This is an optimization exercise on Yosys and OpenROAD, whose aim is small area, a short achievable clock period and few clock cycles per item, not a production implementation.
Function was checked by simulation only, so behaviour that the tests miss may differ from the original.
Power and IR drop assume default switching activity.

**flow/config.mk**
```make
export PLATFORM = sky130hd
export DESIGN_NAME = sprw_top
export DESIGN_NICKNAME = sprw_top
export VERILOG_FILES = /design/flow/design.v
export SDC_FILE = /design/flow/constraint.sdc
export NUM_CORES = 4
export LEC_CHECK = 0
export CAP_MARGIN = 20
export CORE_MARGIN = 2
export CORE_UTILIZATION = 40
export SLEW_MARGIN = 20
```
**flow/constraint.sdc**
```tcl
create_clock -name core_clock -period 6.5 [get_ports {clk}]
set_input_delay 1.3000 -clock core_clock [delete_from_list [all_inputs] [get_ports {clk}]]
set_output_delay 1.3000 -clock core_clock [all_outputs]
set_load 0.01 [all_outputs]
```
**flow/design.v**
```verilog
`default_nettype none
package sprw_pkg;
    typedef logic [8-1:0]             byte_t;
    typedef logic [16-1:0]             lane_t;
    typedef logic [32-1:0]             word_t;
    typedef logic [4*16-1:0] lanes_t;
    typedef enum logic [3:0] {
        LANE_PASS = 4'd0,
        LANE_ADD  = 4'd1,
        LANE_SUB  = 4'd2,
        LANE_MOVE = 4'd3,
        LANE_MAX  = 4'd4,
        LANE_MIN  = 4'd5,
        LANE_AND  = 4'd6,
        LANE_OR   = 4'd7,
        LANE_XOR  = 4'd8,
        LANE_NAND = 4'd9,
        LANE_NOR  = 4'd10,
        LANE_XNOR = 4'd11
    } lane_fn_t;
    typedef enum logic [2:0] {
        RED_NONE = 3'd0,
        RED_SUM  = 3'd1,
        RED_MAX  = 3'd2,
        RED_MIN  = 3'd3,
        RED_XOR  = 3'd4
    } red_fn_t;
endpackage
`default_nettype wire
`timescale 1ns/1ps
`default_nettype none
module sprw_decode (
    input  logic       clk,
    input  logic       rstn,
    input  logic       in_valid,
    input  sprw_pkg::word_t      ra,
    input  sprw_pkg::word_t      rb,
    input  logic [4:0] op1,
    input  logic [2:0] op2,
    output logic       lop_valid,
    output sprw_pkg::word_t      lop_ra,
    output sprw_pkg::word_t      lop_rb,
    output sprw_pkg::lane_fn_t   lop_lane_fn,
    output logic       lop_sign,
    output logic       lop_sat,
    output sprw_pkg::red_fn_t    lop_red_fn,
    output logic       lop_red_sign
);
    logic     logic_grp;
    sprw_pkg::lane_fn_t lane_fn;
    sprw_pkg::red_fn_t  red_fn;
    logic     sign;
    logic     sat;
    assign logic_grp = (op1[4:3] == 2'b11);
    always_comb begin
        lane_fn = sprw_pkg::LANE_PASS;
        if (logic_grp) begin
            case (op1[2:0])
                3'b111:  lane_fn = sprw_pkg::LANE_AND;
                3'b000:   lane_fn = sprw_pkg::LANE_OR;
                3'b001:  lane_fn = sprw_pkg::LANE_XOR;
                3'b010: lane_fn = sprw_pkg::LANE_NAND;
                3'b011:  lane_fn = sprw_pkg::LANE_NOR;
                3'b100: lane_fn = sprw_pkg::LANE_XNOR;
                default:        lane_fn = sprw_pkg::LANE_PASS;
            endcase
        end else begin
            case (op1[2:0])
                3'b001:  lane_fn = sprw_pkg::LANE_ADD;
                3'b010:  lane_fn = sprw_pkg::LANE_SUB;
                3'b011: lane_fn = sprw_pkg::LANE_MOVE;
                3'b101:  lane_fn = sprw_pkg::LANE_MAX;
                3'b110:  lane_fn = sprw_pkg::LANE_MIN;
                default:       lane_fn = sprw_pkg::LANE_PASS;
            endcase
        end
    end
    always_comb begin
        if (logic_grp)
            sign = 1'b0;
        else if (lane_fn == sprw_pkg::LANE_PASS || lane_fn == sprw_pkg::LANE_MOVE)
            sign = ~op2[2] && (op2 != 3'b000);
        else
            sign = ~op1[4];
    end
    assign sat = ~logic_grp & op1[3];
    always_comb begin
        case (op2)
            3'b001, 3'b101: red_fn = sprw_pkg::RED_SUM;
            3'b010, 3'b110: red_fn = sprw_pkg::RED_MAX;
            3'b011, 3'b111: red_fn = sprw_pkg::RED_MIN;
            3'b100:                  red_fn = sprw_pkg::RED_XOR;
            default:                        red_fn = sprw_pkg::RED_NONE;
        endcase
    end
    always_ff @(posedge clk) begin
        if (!rstn)
            lop_valid <= 1'b0;
        else
            lop_valid <= in_valid;
    end
    always_ff @(posedge clk) begin
        lop_ra       <= ra;
        lop_rb       <= rb;
        lop_lane_fn  <= lane_fn;
        lop_sign     <= sign;
        lop_sat      <= sat;
        lop_red_fn   <= red_fn;
        lop_red_sign <= ~op2[2];
    end
endmodule
`default_nettype wire
`timescale 1ns/1ps
`default_nettype none
module sprw_lane_alu (
    input  logic clk,
    input  logic rstn,
    input  logic     lop_valid,
    input  sprw_pkg::word_t    lop_ra,
    input  sprw_pkg::word_t    lop_rb,
    input  sprw_pkg::lane_fn_t lop_lane_fn,
    input  logic     lop_sign,
    input  logic     lop_sat,
    input  sprw_pkg::red_fn_t  lop_red_fn,
    input  logic     lop_red_sign,
    output logic     lres_valid,
    output sprw_pkg::lanes_t   lres_lanes,
    output sprw_pkg::red_fn_t  lres_red_fn,
    output logic     lres_red_sign,
    output logic     lres_sat
);
    typedef logic signed [8+1:0] wide_t;
    sprw_pkg::lanes_t lanes_nxt;
    function automatic sprw_pkg::lane_t ext_byte(input sprw_pkg::byte_t x, input logic sign);
        ext_byte = {{(16-8){sign & x[8-1]}}, x};
    endfunction
    function automatic sprw_pkg::lane_t clip_lane(input wide_t v, input logic sign, input logic sat);
        logic signed [16-1:0] w;
        w = {{(16-8-2){v[8+1]}}, v};
        if (sat && sign) begin
            if (w > 127)
                w = 16'(127);
            else if (w < (-128))
                w = 16'((-128));
        end else if (sat) begin
            if (w > 255)
                w = 16'(255);
            else if (w < 0)
                w = 16'(0);
        end
        clip_lane = 16'(w);
    endfunction
    function automatic sprw_pkg::lane_t lane_calc(input sprw_pkg::byte_t a, input sprw_pkg::byte_t b, input sprw_pkg::lane_fn_t fn,
                                        input logic sign, input logic sat);
        wide_t ea;
        wide_t eb;
        logic  gt;
        sprw_pkg::lane_t z;
        ea = {{2{sign & a[8-1]}}, a};
        eb = {{2{sign & b[8-1]}}, b};
        gt = (ea > eb);
        case (fn)
            sprw_pkg::LANE_ADD:  z = clip_lane(ea + eb, sign, sat);
            sprw_pkg::LANE_SUB:  z = clip_lane(ea - eb, sign, sat);
            sprw_pkg::LANE_MOVE: z = ext_byte(b, sign);
            sprw_pkg::LANE_MAX:  z = ext_byte(gt ? a : b, sign);
            sprw_pkg::LANE_MIN:  z = ext_byte(gt ? b : a, sign);
            sprw_pkg::LANE_AND:  z = ext_byte(a & b, 1'b0);
            sprw_pkg::LANE_OR:   z = ext_byte(a | b, 1'b0);
            sprw_pkg::LANE_XOR:  z = ext_byte(a ^ b, 1'b0);
            sprw_pkg::LANE_NAND: z = ext_byte(~(a & b), 1'b0);
            sprw_pkg::LANE_NOR:  z = ext_byte(~(a | b), 1'b0);
            sprw_pkg::LANE_XNOR: z = ext_byte(~(a ^ b), 1'b0);
            default:   z = ext_byte(a, sign);
        endcase
        lane_calc = z;
    endfunction
    always_comb begin
        for (int i = 0; i < 4; i++) begin
            lanes_nxt[i*16 +: 16] = lane_calc(
                lop_ra[i*8 +: 8],
                lop_rb[i*8 +: 8],
                lop_lane_fn, lop_sign, lop_sat);
        end
    end
    always_ff @(posedge clk) begin
        if (!rstn)
            lres_valid <= 1'b0;
        else
            lres_valid <= lop_valid;
    end
    always_ff @(posedge clk) begin
        lres_lanes    <= lanes_nxt;
        lres_red_fn   <= lop_red_fn;
        lres_red_sign <= lop_red_sign;
        lres_sat      <= lop_sat;
    end
endmodule
`default_nettype wire
`timescale 1ns/1ps
`default_nettype none
module sprw_reduce (
    input  logic  clk,
    input  logic  rstn,
    input  logic    lres_valid,
    input  sprw_pkg::lanes_t  lres_lanes,
    input  sprw_pkg::red_fn_t lres_red_fn,
    input  logic    lres_red_sign,
    input  logic    lres_sat,
    output logic  out_valid,
    output sprw_pkg::word_t result
);
    localparam int VAL_W = 16 + 1;
    localparam int ACC_W = 16 + 3;
    logic signed [VAL_W-1:0] v;
    logic signed [VAL_W-1:0] vmax;
    logic signed [VAL_W-1:0] vmin;
    logic signed [ACC_W-1:0] acc;
    sprw_pkg::byte_t                   xr;
    sprw_pkg::word_t                   pk;
    sprw_pkg::word_t                   sum_w;
    sprw_pkg::word_t                   red_res;
    always_comb begin
        acc  = '0;
        xr   = '0;
        pk   = '0;
        vmax = '0;
        vmin = '0;
        for (int i = 0; i < 4; i++) begin
            v = {lres_red_sign & lres_lanes[(i+1)*16-1],
                 lres_lanes[i*16 +: 16]};
            acc = acc + v;
            if (i == 0 || v > vmax)
                vmax = v;
            if (i == 0 || v < vmin)
                vmin = v;
            xr = xr ^ lres_lanes[i*16 +: 8];
            pk[i*8 +: 8] = lres_lanes[i*16 +: 8];
        end
    end
    always_comb begin
        sum_w = {{(32-ACC_W){acc[ACC_W-1]}}, acc};
        if (lres_sat && lres_red_sign) begin
            if (acc > 127)
                sum_w = 32'(127);
            else if (acc < (-128))
                sum_w = 32'((-128));
        end else if (lres_sat) begin
            if (acc > 255)
                sum_w = 32'(255);
            else if (acc < 0)
                sum_w = 32'(0);
        end
    end
    always_comb begin
        case (lres_red_fn)
            sprw_pkg::RED_SUM: red_res = sum_w;
            sprw_pkg::RED_MAX: red_res = {{(32-VAL_W){vmax[VAL_W-1]}}, vmax};
            sprw_pkg::RED_MIN: red_res = {{(32-VAL_W){vmin[VAL_W-1]}}, vmin};
            sprw_pkg::RED_XOR: red_res = {{(32-8){1'b0}}, xr};
            default: red_res = pk;
        endcase
    end
    always_ff @(posedge clk) begin
        if (!rstn) begin
            out_valid <= 1'b0;
            result    <= '0;
        end else begin
            out_valid <= lres_valid;
            if (lres_valid)
                result <= red_res;
        end
    end
endmodule
`default_nettype wire
`timescale 1ns/1ps
`default_nettype none
module sprw_top (
    input  logic       clk,
    input  logic       rstn,
    input  logic       in_valid,
    input  sprw_pkg::word_t      ra,
    input  sprw_pkg::word_t      rb,
    input  logic [4:0] op1,
    input  logic [2:0] op2,
    output logic       out_valid,
    output sprw_pkg::word_t      result
);
    logic     lop_valid;
    sprw_pkg::word_t    lop_ra;
    sprw_pkg::word_t    lop_rb;
    sprw_pkg::lane_fn_t lop_lane_fn;
    logic     lop_sign;
    logic     lop_sat;
    sprw_pkg::red_fn_t  lop_red_fn;
    logic     lop_red_sign;
    logic     lres_valid;
    sprw_pkg::lanes_t   lres_lanes;
    sprw_pkg::red_fn_t  lres_red_fn;
    logic     lres_red_sign;
    logic     lres_sat;
    sprw_decode sprw_decode_i (
        .clk      (clk),
        .rstn     (rstn),
        .in_valid (in_valid),
        .ra       (ra),
        .rb       (rb),
        .op1      (op1),
        .op2      (op2),
        .lop_valid     (lop_valid),
        .lop_ra        (lop_ra),
        .lop_rb        (lop_rb),
        .lop_lane_fn   (lop_lane_fn),
        .lop_sign      (lop_sign),
        .lop_sat       (lop_sat),
        .lop_red_fn    (lop_red_fn),
        .lop_red_sign  (lop_red_sign)
    );
    sprw_lane_alu sprw_lane_alu_i (
        .clk  (clk),
        .rstn (rstn),
        .lop_valid     (lop_valid),
        .lop_ra        (lop_ra),
        .lop_rb        (lop_rb),
        .lop_lane_fn   (lop_lane_fn),
        .lop_sign      (lop_sign),
        .lop_sat       (lop_sat),
        .lop_red_fn    (lop_red_fn),
        .lop_red_sign  (lop_red_sign),
        .lres_valid    (lres_valid),
        .lres_lanes    (lres_lanes),
        .lres_red_fn   (lres_red_fn),
        .lres_red_sign (lres_red_sign),
        .lres_sat      (lres_sat)
    );
    sprw_reduce sprw_reduce_i (
        .clk       (clk),
        .rstn      (rstn),
        .lres_valid    (lres_valid),
        .lres_lanes    (lres_lanes),
        .lres_red_fn   (lres_red_fn),
        .lres_red_sign (lres_red_sign),
        .lres_sat      (lres_sat),
        .out_valid (out_valid),
        .result    (result)
    );
endmodule
`default_nettype wire
```
**flow/run.sh**
```bash
#!/bin/bash
# synth_recipe.tcl (not shown) runs the flow's synth.tcl, then flattens the netlist and writes it again
# the make line also repeats each setting of config.mk as NAME=value (left out here)
make -C /OpenROAD-flow-scripts/flow DESIGN_CONFIG=/design/flow/config.mk WORK_HOME=/design/flow/orfs CLKGATE_MAP_FILE= SYNTH_SCRIPT=/design/flow/synth_recipe.tcl finish
```
==> flow_metrics.py <==
metrics = {
    "global_route": {
        "met2_usage_pct": 48.66,
        "overflow": 0,
        "grt_pass1_vias": 17160,
        "antenna_found_initial": 1,
        "grt_use_met3_pct": 5.200,
        "grt_busiest_layer": "met2",
        "grt_max_degree": 55,
        "grt.total_usage_pct": 29.02,
        "use_met1_pct": 36.15,
        "grt_pass1_wl_mm": 98.30,
    },
    "die": {
        "die_w_microns": 208.7,
        "die-area_sq_mm": 0.04356,
        "io_pins": 108,
        "start_util_pct": 40.77,
        "rows": 74,
        "die_y_microns": 208.7,
        "core_area_sq_mm": 0.04111,
    },
    "drt": {
        "vias_per_cell": 5.975,
        "drc": 0,
        "wl_mm": 64.01,
        "postRouteAntennaNets": 0,
        "dr.pass1.iters": 8,
        "drt_iter0_markers": 1407,
        "via_count": 17600,
        "wire_per_inst_microns": 21.73,
    },
    "clock_tree": {
        "cts_root_buf": "clkbuf_16",
        "cts_max_level": 4,
        "clock_latency_ns": 0.49,
        "path_clk_slew_ns": 0.06,
        "clock-sinks": 154,
        "cts_tree": "yes",
        "cts_buffer_depth": 2,
        "cts_buffers": 17,
    },
    "finish": {
        "n_antenna_cell": 0,
        "drive_above_1_share_pct": 10.77,
        "finalNetCount": 2706,
        "final_cells": 2946,
        "area_growth_pct": 19.57,
        "design_area_sq_mm": 0.02004,
    },
    "setup_path": {
        "path_class": "reg -> reg",
        "cpMostUsedCell": "a21oi_1",
        "end_kind": "register",
        "rrSetupSlack_ns": 0.22,
        "slowest_delay_ns": 0.50,
        "required_ns": 6.92,
        "cp_max_fo": 7,
        "crit_arrival_ns": 6.69,
        "cp_slowest_cell": "fa_1",
        "startpoint_type": "register",
    },
    "power": {
        "p_int_mw": 4.837,
        "switching_share_pct": 49.40,
        "power_frac_comb_pct": 76.4,
        "p_clk_share_pct": 10.8,
        "vdd_drop_max_v": 0.0003990,
        "p_switching_mw": 4.722,
        "powerDensity_mw_per_mm2": 477.0,
        "leakage_nw": 8.800,
        "seqPwrFrac_pct": 12.7,
    },
    "placement": {
        "gp_congestion": 0.9961,
        "dpl.cell_count": 2911,
        "place_ws_ns": -0.1188,
        "dpl.hpwl_mm": 49.49,
        "dpl-instance-area_sq_mm": 0.01919,
        "portBuffers": 107,
    },
    "logic_synthesis": {
        "yosysSeqAreaShare_pct": 18.39,
        "synth_nets": 2548,
        "synth_cells": 2244,
        "ys_seq_elements": 154,
        "async_flop_share_pct": 0,
        "yosysMostFrequentCell": "inv_1",
        "ys_top_cells_by_area": "dfxtp_1, ha_1, a21oi_1",
        "synth_top_area_share_pct": 18.39,
        "yosys-top-cells-count": "inv_1, ha_1, a21oi_1",
        "ys.flop_type": "dfxtp_1",
        "syn_area_per_cell_sq_um": 7.469,
        "synth_edf_count": 0,
        "synth.distinct_cells": 91,
        "yosysWarnings": 3,
        "synth_area_sq_mm": 0.01676,
        "synth_top_cell_by_area": "dfxtp_1",
    },
    "sta": {
        "finClkSkew_ns": 0.01905,
        "max_slew.worst_pin.slew_ns": 1.139,
        "tns_ns": 0,
        "drv_slew": 0,
        "holdWs_ns": 0.3273,
        "fmax_mhz": 159.4,
        "setup_ws_ns": 0.2249,
        "finalCriticalPeriod_ns": 6.275,
        "relSlewSlack_pct": 23.61,
        "post-route-period-util_pct": 96.54,
        "setup_viol": 0,
        "final_hold_viol_count": 0,
    },
    "worst_hold_path": {
        "hp-class": "reg -> reg",
    },
    "job": {
        "cap_violations": 0,
    },
    "outcome": {
        "outcome": "timing/DRC/antenna clean",
    },
}
[state kept, by name, summed over array words and instances, names as in the netlist]
register / flops
sprw_lane_alu_i.lres_lanes: 40
sprw_decode_i.lop_ra: 32
sprw_lane_alu_i.lres_valid: 1
sprw_lane_alu_i.lres_red_fn: 3
sprw_decode_i.lop_rb: 32
sprw_decode_i.lop_sat: 1
sprw_lane_alu_i.lres_red_sign: 1
sprw_decode_i.lop_red_fn: 3
sprw_decode_i.lop_lane_fn: 4
sprw_decode_i.lop_red_sign: 1
sprw_decode_i.lop_valid: 1
sprw_decode_i.lop_sign: 1
sprw_lane_alu_i.lres_sat: 1
sprw_reduce_i.out_valid: 1
sprw_reduce_i.result: 32
[stage by stage]
| stage | util [%] | power (mW) |
|---|---|---|
| after floorplan | - | 5.693 |
| after global placement | 46.67 | 8.065 |
| after detailed placement | 46.67 | 8.119 |
| after CTS | 48.18 | 9.217 |
| after global routing | 48.75 | 10.32 |
| final | 48.75 | 9.559 |
[power groups by stage]
| stage | logic [mW] | registers (mW) | clock network [mW] |
|---|---|---|---|
| after floorplan | 4.49 | 1.20 | 0 |
| after global placement | 6.83 | 1.24 | 0 |
| after detailed placement | 6.88 | 1.24 | 0 |
| after CTS | 6.93 | 1.22 | 1.07 |
| after global routing | 7.99 | 1.23 | 1.10 |
| final | 7.31 | 1.22 | 1.04 |
[worst max-delay path: cells and delay by family (launching register included)]
family / cells / cell delay, ns
adder cells (fa/ha/maj): 5 / 1.79
AND/OR/NAND/NOR: 6 / 0.81
flip-flops: 1 / 0.39
buffers and inverters: 2 / 0.21
AO/OA/AOI/OAI: 16 / 3.04
[repair_timing]
action,in CTS,in global routing
resized for setup,3,45
endpoints found under the setup margin,15,32
setup buffers,1,3
pin swaps,1,13
hold buffers,0,0
[cell families after synthesis]
family / Yosys count / share of synthesized area, %
XOR/XNOR: 93 / 4.860
buffers and inverters: 334 / 7.592
AND/OR/NAND/NOR: 581 / 16.38
AO/OA/AOI/OAI: 812 / 31.87
adder cells (fa/ha/maj): 229 / 18.35
multiplexers: 41 / 2.560
flip-flops: 154 / 18.39
[final cells by class]
class	instances	area [sq um]
clock inverters	11	145.1
inverters	217	814.5
well taps	532	665.6
fillers	4121	21070
repair buffers	256	2231
flip-flops and latches	154	3085
clock buffers	20	446.7
multi-input cells	1756	12650
[final timing paths]
check                                        start                                     end  cells past startpoint
min reg2reg    sprw_decode_i.lop_red_fn[1]$_DFF_P_  sprw_lane_alu_i.lres_red_fn[1]$_DFF_P_                      0
min            sprw_decode_i.lop_red_fn[1]$_DFF_P_  sprw_lane_alu_i.lres_red_fn[1]$_DFF_P_                      0
max          sprw_lane_alu_i.lres_lanes[0]$_DFF_P_    sprw_reduce_i.result[0]$_SDFFE_PN0P_                     29
max reg2reg  sprw_lane_alu_i.lres_lanes[0]$_DFF_P_    sprw_reduce_i.result[0]$_SDFFE_PN0P_                     29
[metal layers]
layer  wire [microns]  vias up
li1                 -     8428
met1            26950     8325
met2            30020      694
met3             4344      153
met4             2671        2
met5               14        -
[layout by cell type (no fill, tap or decap), types with 13 or more instances in the layout]
master / instances
nand2_1: 178
fa_1: 28
nand2b_1: 20
o211ai_1: 36
o21bai_1: 32
a22oi_1: 25
a31oi_1: 20
nor2_1: 176
a221oi_1: 28
nor2b_1: 24
o221ai_1: 24
and2_1: 17
o21ai_1: 16
o21a_1: 23
a211oi_1: 23
dfxtp_1: 152
o22ai_1: 21
xnor2_1: 70
nand4_1: 14
and3_1: 13
nand3_1: 27
or3_1: 28
inv_1: 213
clkdlybuf4s50_1: 107
a21oi_1: 192
o21ai_0: 188
clkbuf_16: 17
ha_1: 197
xor2_1: 22
nor3_1: 35
a21oi_2: 13
mux2i_1: 26
buf_4: 145
a21o_1: 35
Testbench counts, summed over its fixed seeds: cycles 16,016, items 16,000.

port drivers added, routing unchanged:
In the flow no input, the clock included, has a driving cell. The finished layout below was timed again as built, in two steps. Step 1 assumes that a clkbuf_16 drives the clock port and a buf_2 every other input. Step 2 moves the port delays by t, midway between the first and last clock arrival at a register: inputs arrive t later, outputs are due t later. That takes back most of the time a late clock gives input paths. a / b / c = ideal / step 1 / step 2; a / b = the first two.
shift t [ns]: 0.543
setup WS [ns]: 0.225 / 0.225 / 0.225
worst setup path at the end: register to register
worst register clock-pin slew, ns: 0.07 / 0.07
After both steps setup and hold are still met in this run. For this run, drivers alone change the setup slack by 0.000 ns; drivers and shift together by 0.000 ns.
